Source: an optimization exercise on an open RTL-to-GDS flow (aim: small area, a short achievable clock period and few clock cycles per item). Production flows keep margins and buffers that such runs may drop.
RTL that was checked went through simulation tests only; none was proved equivalent to the original.

==> 03-11 <==
==> flow/design.v (excerpt) <==
module matvec_top (
  input  logic                 CLOCK_50,
  input  logic                 KEY,
  input  logic [9:0]           SW,
  output logic [9:0]           LEDR,
  output logic [6:0]           HEX0,
  output logic [6:0]           HEX1,
  output logic [6:0]           HEX2,
  output logic [6:0]           HEX3,
  output logic [6:0]           HEX4,
  output logic [6:0]           HEX5,
  output logic                 mem_rd,
  output logic [31:0]          mem_addr,
  input  logic                 mem_rsp_valid,
  input  logic [63:0]          mem_rsp_data
);
==> module matvec_top, before the edit <==
module matvec_top (
  input  logic                 CLOCK_50,
  input  logic                 KEY,
  input  logic [9:0]           SW,
  output logic [9:0]           LEDR,
  output logic [6:0]           HEX0,
  output logic [6:0]           HEX1,
  output logic [6:0]           HEX2,
  output logic [6:0]           HEX3,
  output logic [6:0]           HEX4,
  output logic [6:0]           HEX5,
  output logic                 mem_rd,
  output logic [31:0]          mem_addr,
  input  logic                 mem_rsp_valid,
  input  logic [63:0]          mem_rsp_data
);
  localparam int S1_W = 85;
  logic [3:0]  cnt;
  logic        vld_q;
  logic [3:0]  tag_q;
  logic [S1_W-1:0] s1_q;
  logic [63:0] b_q;
  logic [18:0] y_q [8];
  logic        done;
  assign mem_rd   = KEY && ((cnt == 4'd0) || (mem_rsp_valid && cnt != 4'd9));
  assign mem_addr = {28'd0, cnt};
  always_ff @(posedge CLOCK_50 or negedge KEY) begin
    if (!KEY) begin
      cnt   <= 4'd0;
      vld_q <= 1'b0;
      tag_q <= 4'd0;
      done  <= 1'b0;
    end else begin
      if (mem_rd) cnt <= cnt + 4'd1;
      vld_q <= mem_rsp_valid;
      tag_q <= cnt;
      if (vld_q && tag_q == 4'd9) done <= 1'b1;
    end
  end
  always_ff @(posedge CLOCK_50) begin
    if (mem_rsp_valid && cnt == 4'd1) b_q <= mem_rsp_data;
  end
  logic [S1_W-1:0] s1;
  logic [18:0]     dot;
  dot_s1 dot_s1_inst (.a(mem_rsp_data), .b(b_q), .s(s1));
  always_ff @(posedge CLOCK_50) begin
    s1_q <= s1;
  end
  dot_s2 dot_s2_inst (.s(s1_q), .y(dot));
  for (genvar r = 0; r < 8; r++) begin : g_y
    always_ff @(posedge CLOCK_50) begin
      if (vld_q && tag_q == 4'(r + 2)) y_q[r] <= dot;
    end
  end
  assign LEDR = {7'd0, done, 1'b0, done};
  logic [23:0] sel;
  logic        show;
  assign sel  = {5'd0, y_q[SW[3:1]]};
  assign show = done && SW[0];
  function automatic logic [6:0] seg(input logic [3:0] n);
    case (n)
      4'h0: seg = 7'b1000000;
      4'h1: seg = 7'b1111001;
      4'h2: seg = 7'b0100100;
      4'h3: seg = 7'b0110000;
      4'h4: seg = 7'b0011001;
      4'h5: seg = 7'b0010010;
      4'h6: seg = 7'b0000010;
      4'h7: seg = 7'b1111000;
      4'h8: seg = 7'b0000000;
      4'h9: seg = 7'b0011000;
      4'ha: seg = 7'b0001000;
      4'hb: seg = 7'b0000011;
      4'hc: seg = 7'b1000110;
      4'hd: seg = 7'b0100001;
      4'he: seg = 7'b0000110;
      default: seg = 7'b0001110;
    endcase
  endfunction
  assign HEX0 = show ? seg(sel[3:0])   : 7'h7f;
  assign HEX1 = show ? seg(sel[7:4])   : 7'h7f;
  assign HEX2 = show ? seg(sel[11:8])  : 7'h7f;
  assign HEX3 = show ? seg(sel[15:12]) : 7'h7f;
  assign HEX4 = show ? seg(sel[19:16]) : 7'h7f;
  assign HEX5 = show ? seg(sel[23:20]) : 7'h7f;
endmodule
clock: 10.0 ns
lec_check: 0
cap_margin: 20
core_margin: 2
core_utilization: 40
slew_margin: 20
run.sh (not shown) runs the stock make flow with config.mk's settings and CLKGATE_MAP_FILE= SYNTH_SCRIPT=/design/flow/synth_recipe.tcl, a recipe that flattens the netlist after the stock synthesis.
==> 12-02: changes against 03-11 <==
--- a/flow/design.v
+++ b/flow/design.v
@@ -1610,5 +1610,5 @@
   logic [S1_W-1:0] s1_q;
   logic [63:0] b_q;
-  logic [18:0] y_q [8];
+  logic [7:0][18:0] y_q;
   logic        done;
   assign mem_rd   = KEY && ((cnt == 4'd0) || (mem_rsp_valid && cnt != 4'd9));
@@ -1628,5 +1628,5 @@
   end
   always_ff @(posedge CLOCK_50) begin
-    if (mem_rsp_valid && cnt == 4'd1) b_q <= mem_rsp_data;
+    if (cnt == 4'd1) b_q <= mem_rsp_data;
   end
   logic [S1_W-1:0] s1;
@@ -1643,7 +1643,16 @@
   end
   assign LEDR = {7'd0, done, 1'b0, done};
+  logic [7:0]  row_oh;
+  logic [18:0] row_sel;
   logic [23:0] sel;
   logic        show;
-  assign sel  = {5'd0, y_q[SW[3:1]]};
+  always_comb begin
+    row_sel = '0;
+    for (int r = 0; r < 8; r++) begin
+      row_oh[r] = (SW[3:1] == 3'(r));
+      row_sel   = row_sel | (y_q[r] & {19{row_oh[r]}});
+    end
+  end
+  assign sel  = {5'd0, row_sel};
   assign show = done && SW[0];
   function automatic logic [6:0] seg(input logic [3:0] n);
SETUP_SLACK_MARGIN = 5.0   (was not set)
==> run notes <==
Utilization of the core after routing: 12-02 0.494; 03-11 0.455
Met2 layer wire length in the routed design: 12-02 39.3 mm; 03-11 36.5 mm
Cell area after layout: 12-02 32,500 sq um; 03-11 30,000 sq um
Largest incremental delay on the critical path: 12-02 0.33 ns; 03-11 0.67 ns
Result of the run: 12-02 timing/DRC/antenna clean; 03-11 timing/DRC/antenna clean
Simple-gate share of the synthesized area: 12-02 0.135; 03-11 0.134
Area of the mapped netlist: 12-02 26,600 sq um; 03-11 26,800 sq um
Worst reg2reg path depth: 12-02 17; 03-11 16
Total global-route track usage: 12-02 0.239; 03-11 0.222
Wire length on met3: 12-02 4.59 mm; 03-11 4.35 mm
Share of post-route cells with drive strength above 1: 12-02 0.181; 03-11 0.0502
Overall die area: 12-02 68,500 sq um; 03-11 69,000 sq um
Placed instance count: 12-02 3,250; 03-11 3,288
Worst clock skew: 12-02 0.0394 ns; 03-11 0.0414 ns
Unrepaired setup endpoints after global routing: 12-02 yes; 03-11 no
Number of non-filler instances in the completed layout: 12-02 3,469; 03-11 3,356
Number of antenna violations at the first check in global routing: 12-02 2; 03-11 1
Post-Place Worst Slack: 12-02 2.17 ns; 03-11 2.28 ns
Source of the worst register-to-register timing path: 12-02 s1_q[17]; 03-11 s1_q[15]
Met3 Track Usage GR: 12-02 0.0293; 03-11 0.0381
Met2 capacity usage during global routing: 12-02 0.411; 03-11 0.381
Testbench counts of 12-02, summed over its fixed seeds: cycles 6,535, items 256.
Function not checked in 03-11: the RTL went through the layout flow alone.

==> run a <==
matvec_top, a different RTL version from the one above (not shown whole).
export LEC_CHECK = 0
export CAP_MARGIN = 20
export CORE_MARGIN = 2
export CORE_UTILIZATION = 40
export CTS_BUF_LIST = sky130_fd_sc_hd__clkbuf_8
export CTS_CLUSTER_DIAMETER = 80
export CTS_CLUSTER_SIZE = 18
export SETUP_SLACK_MARGIN = 4.25
export SLEW_MARGIN = 20
create_clock -name core_clock -period 10.0 [get_ports {CLOCK_50}]
standard.sh (not shown) runs the stock make flow with config.mk's settings and CLKGATE_MAP_FILE= SYNTH_SCRIPT=/design/flow/synth_recipe.tcl, a recipe that flattens the netlist after the stock synthesis.
==> flow/flow/run.sh <==
#!/bin/bash
# Layout flow: the standard flow, with two steps added after synthesis.
# 1. Yosys's full-adder extraction leaves an inverter between many pairs of
#    full adders; fixpol.py picks each adder's polarity (a full adder is
#    self-dual) so that most of them go.
# 2. The display logic (fan-in of the HEX ports back to the flip-flops) is
#    mapped again by ABC on its own, with ORFS's own ABC speed script.
# A combinational equivalence check (flip-flops cut) against synthesis's own
# netlist must pass, or the netlist is left as synthesis wrote it. Flip-flops
# are not touched. Port buffers are plain buffers instead of the delay cells
# the placer picks by default, and the clock tree has no dummy loads.
# Each tool's output goes to a log of its own in this folder.
set -euo pipefail
W=$(pwd)
R=$W/orfs/results/$FLOW_PLATFORM/matvec_top/base
LIB=$FLOW_HOME/platforms/$FLOW_PLATFORM/lib/sky130_fd_sc_hd__tt_025C_1v80.lib
export BUFFER_PORTS_ARGS="-buffer_cell sky130_fd_sc_hd__buf_2"
# the clock tree without dummy loads
export CTS_ARGS="-sink_clustering_enable -repair_clock_nets -sink_clustering_size 18 -sink_clustering_max_diameter 80 -buf_list sky130_fd_sc_hd__clkbuf_8 -dont_use_dummy_load"

bash standard.sh synth > synth.log 2>&1

cp "$R/1_2_yosys.v" "$W/synth_netlist.v"
cp "$W/synth_netlist.v" "$W/new_netlist.v"
python3 flow/fixpol.py "$W/synth_netlist.v" "$W/fixpol_netlist.v" > fixpol.log 2>&1 && cp "$W/fixpol_netlist.v" "$W/new_netlist.v"

# the display logic (the fan-in of the HEX ports back to the flip-flops) mapped again by ABC
python3 flow/cone.py "$W/new_netlist.v" HEX > resyn_cells.txt 2> resyn.log || true
if [[ -s resyn_cells.txt ]]; then
  SEL=$(sed 's/^/c:/' resyn_cells.txt | tr '\n' ' ')
  # the platform's don't-use cells (all lpflow and probe cells) stay out
  DU=$(grep -o 'cell *( *"*sky130_fd_sc_hd__\(lpflow\|probe\)[a-z0-9_]*' "$LIB" | sed 's/.*sky130/sky130/' | sort -u | sed 's/^/-dont_use /' | tr '\n' ' ')
  cat > resyn.ys <<EOS
read_liberty -ignore_miss_func $LIB
read_verilog $W/new_netlist.v
hierarchy -top $FLOW_TOP
cd $FLOW_TOP
setattr -set keep_hierarchy 1 t:*
setattr -unset keep_hierarchy $SEL
cd ..
flatten
delete t:\$scopeinfo
opt_clean -purge
abc -script $FLOW_HOME/scripts/abc_speed.script -liberty $LIB $DU -D 800
opt_clean -purge
write_verilog -noattr -selected $W/resyn_all.v
EOS
  if yosys -q -l resyn_yosys.log resyn.ys > /dev/null 2>&1; then
    python3 -c "import re,sys; s=open(sys.argv[1]).read(); m=re.search(r'module '+sys.argv[3]+r'\(.*?endmodule\n', s, re.S); open(sys.argv[2],'w').write(m.group(0))" "$W/resyn_all.v" "$W/resyn_netlist.v" "$FLOW_TOP" >> resyn.log 2>&1 \
      && ! grep -q "lpflow\|probe" "$W/resyn_netlist.v" && cp "$W/resyn_netlist.v" "$W/new_netlist.v"
  fi
fi

# combinational equivalence with the flip-flops cut, against synthesis's own netlist
mkdir -p "$W/cec"
python3 flow/cutflops.py "$W/synth_netlist.v" "$W/cec/a.v" >> cec.log 2>&1
python3 flow/cutflops.py "$W/new_netlist.v" "$W/cec/b.v" >> cec.log 2>&1
for x in a b; do
  yosys -q -p "read_liberty -ignore_miss_func $LIB; read_verilog $W/cec/$x.v; hierarchy -top $FLOW_TOP; flatten; techmap; opt_clean; setundef -zero; write_blif $W/cec/$x.blif" > "cec_yosys_$x.log" 2>&1
done
yosys-abc -c "cec $W/cec/a.blif $W/cec/b.blif" >> cec.log 2>&1 || true
if grep -q "Networks are equivalent" cec.log; then
  cp "$W/new_netlist.v" "$R/1_2_yosys.v"
  echo "new netlist used" >> cec.log
else
  echo "equivalence not shown: synthesis netlist kept" >> cec.log
fi

bash standard.sh do-1_synth > synth_odb.log 2>&1
bash standard.sh finish > layout.log 2>&1
Other scripts of this flow, unchanged in this note and not shown: flow/flow/cone.py, flow/flow/cutflops.py, flow/flow/fixpol.py
==> inputs of run b, as changes to run a <==
--- a/flow/config.mk
+++ b/flow/config.mk
@@ -9,3 +9,3 @@
 export CORE_MARGIN = 2
-export CORE_UTILIZATION = 40
+export CORE_UTILIZATION = 65
 export CTS_BUF_LIST = sky130_fd_sc_hd__clkbuf_8
@@ -13,3 +13,4 @@
 export CTS_CLUSTER_SIZE = 18
-export SETUP_SLACK_MARGIN = 4.25
+export PLACE_DENSITY = 0.75
+export SETUP_SLACK_MARGIN = 4.0
 export SLEW_MARGIN = 20
==> notes <==
Against run a, the non-clock buffer count of run b is lower by 37. Worst setup slack: run a is better than run b (220 ps). In critical path depth, run a and run b do not differ. Between run b and run a, the lower clock skew is in run a (gap 4.8 ps). In run a the die area is higher than in run b, by 61%. In sequential cell count, run b and run a do not differ. Worst hold slack: run a is worse than run b (32 ps).
Testbench counts of run a, summed over its fixed seeds: cycles 6,535, items 256.
Testbench counts of run b, summed over its fixed seeds: cycles 6,535, items 256.

-- afterwards: timing with drivers on the ports --
No port has a modelled driver above. Below, the same layouts with a new extraction and two added sets of constraints. Step 1 (the two cells are an assumption about what drives the block):
set clk [get_ports {CLOCK_50}]
set_driving_cell -lib_cell sky130_fd_sc_hd__clkbuf_16 $clk
set_driving_cell -lib_cell sky130_fd_sc_hd__buf_2 [delete_from_list [all_inputs] $clk]
Step 2 times the ports against the registers' clock, not the clock port: input delays grow and output delays shrink by t, the midpoint of the rising clock arrivals with the driver on. a / b / c = ideal / step 1 / step 2; a / b = the first two.
| run | t (ns) | slack for setup (ns) | worst hold slack (ns) | slew at the worst register clock pin (ns) | worst data-port slew with drivers (ns) |
|---|---|---|---|---|---|
| 03-11 | 0.642 | 2.311 / 2.272 / 2.272 | 0.491 / 0.491 / 0.491 | 0.07 / 0.07 | 0.05 |
| 12-02 | 0.619 | 3.775 / 3.645 / 3.645 | 0.485 / 0.485 / 0.485 | 0.07 / 0.07 | 0.15 |
| run a | 0.603 | 4.175 / 4.016 / 3.726 | 0.448 / 0.448 / 0.448 | 0.11 / 0.11 | 0.18 |
| run b | 0.585 | 3.958 / 3.935 / 3.514 | 0.480 / 0.480 / 0.480 | 0.11 / 0.11 | 0.04 |
After both steps every run listed still meets setup and hold. The setup slack of run a, which loses most, moves by -0.159 ns with the drivers and by -0.449 ns with both steps.
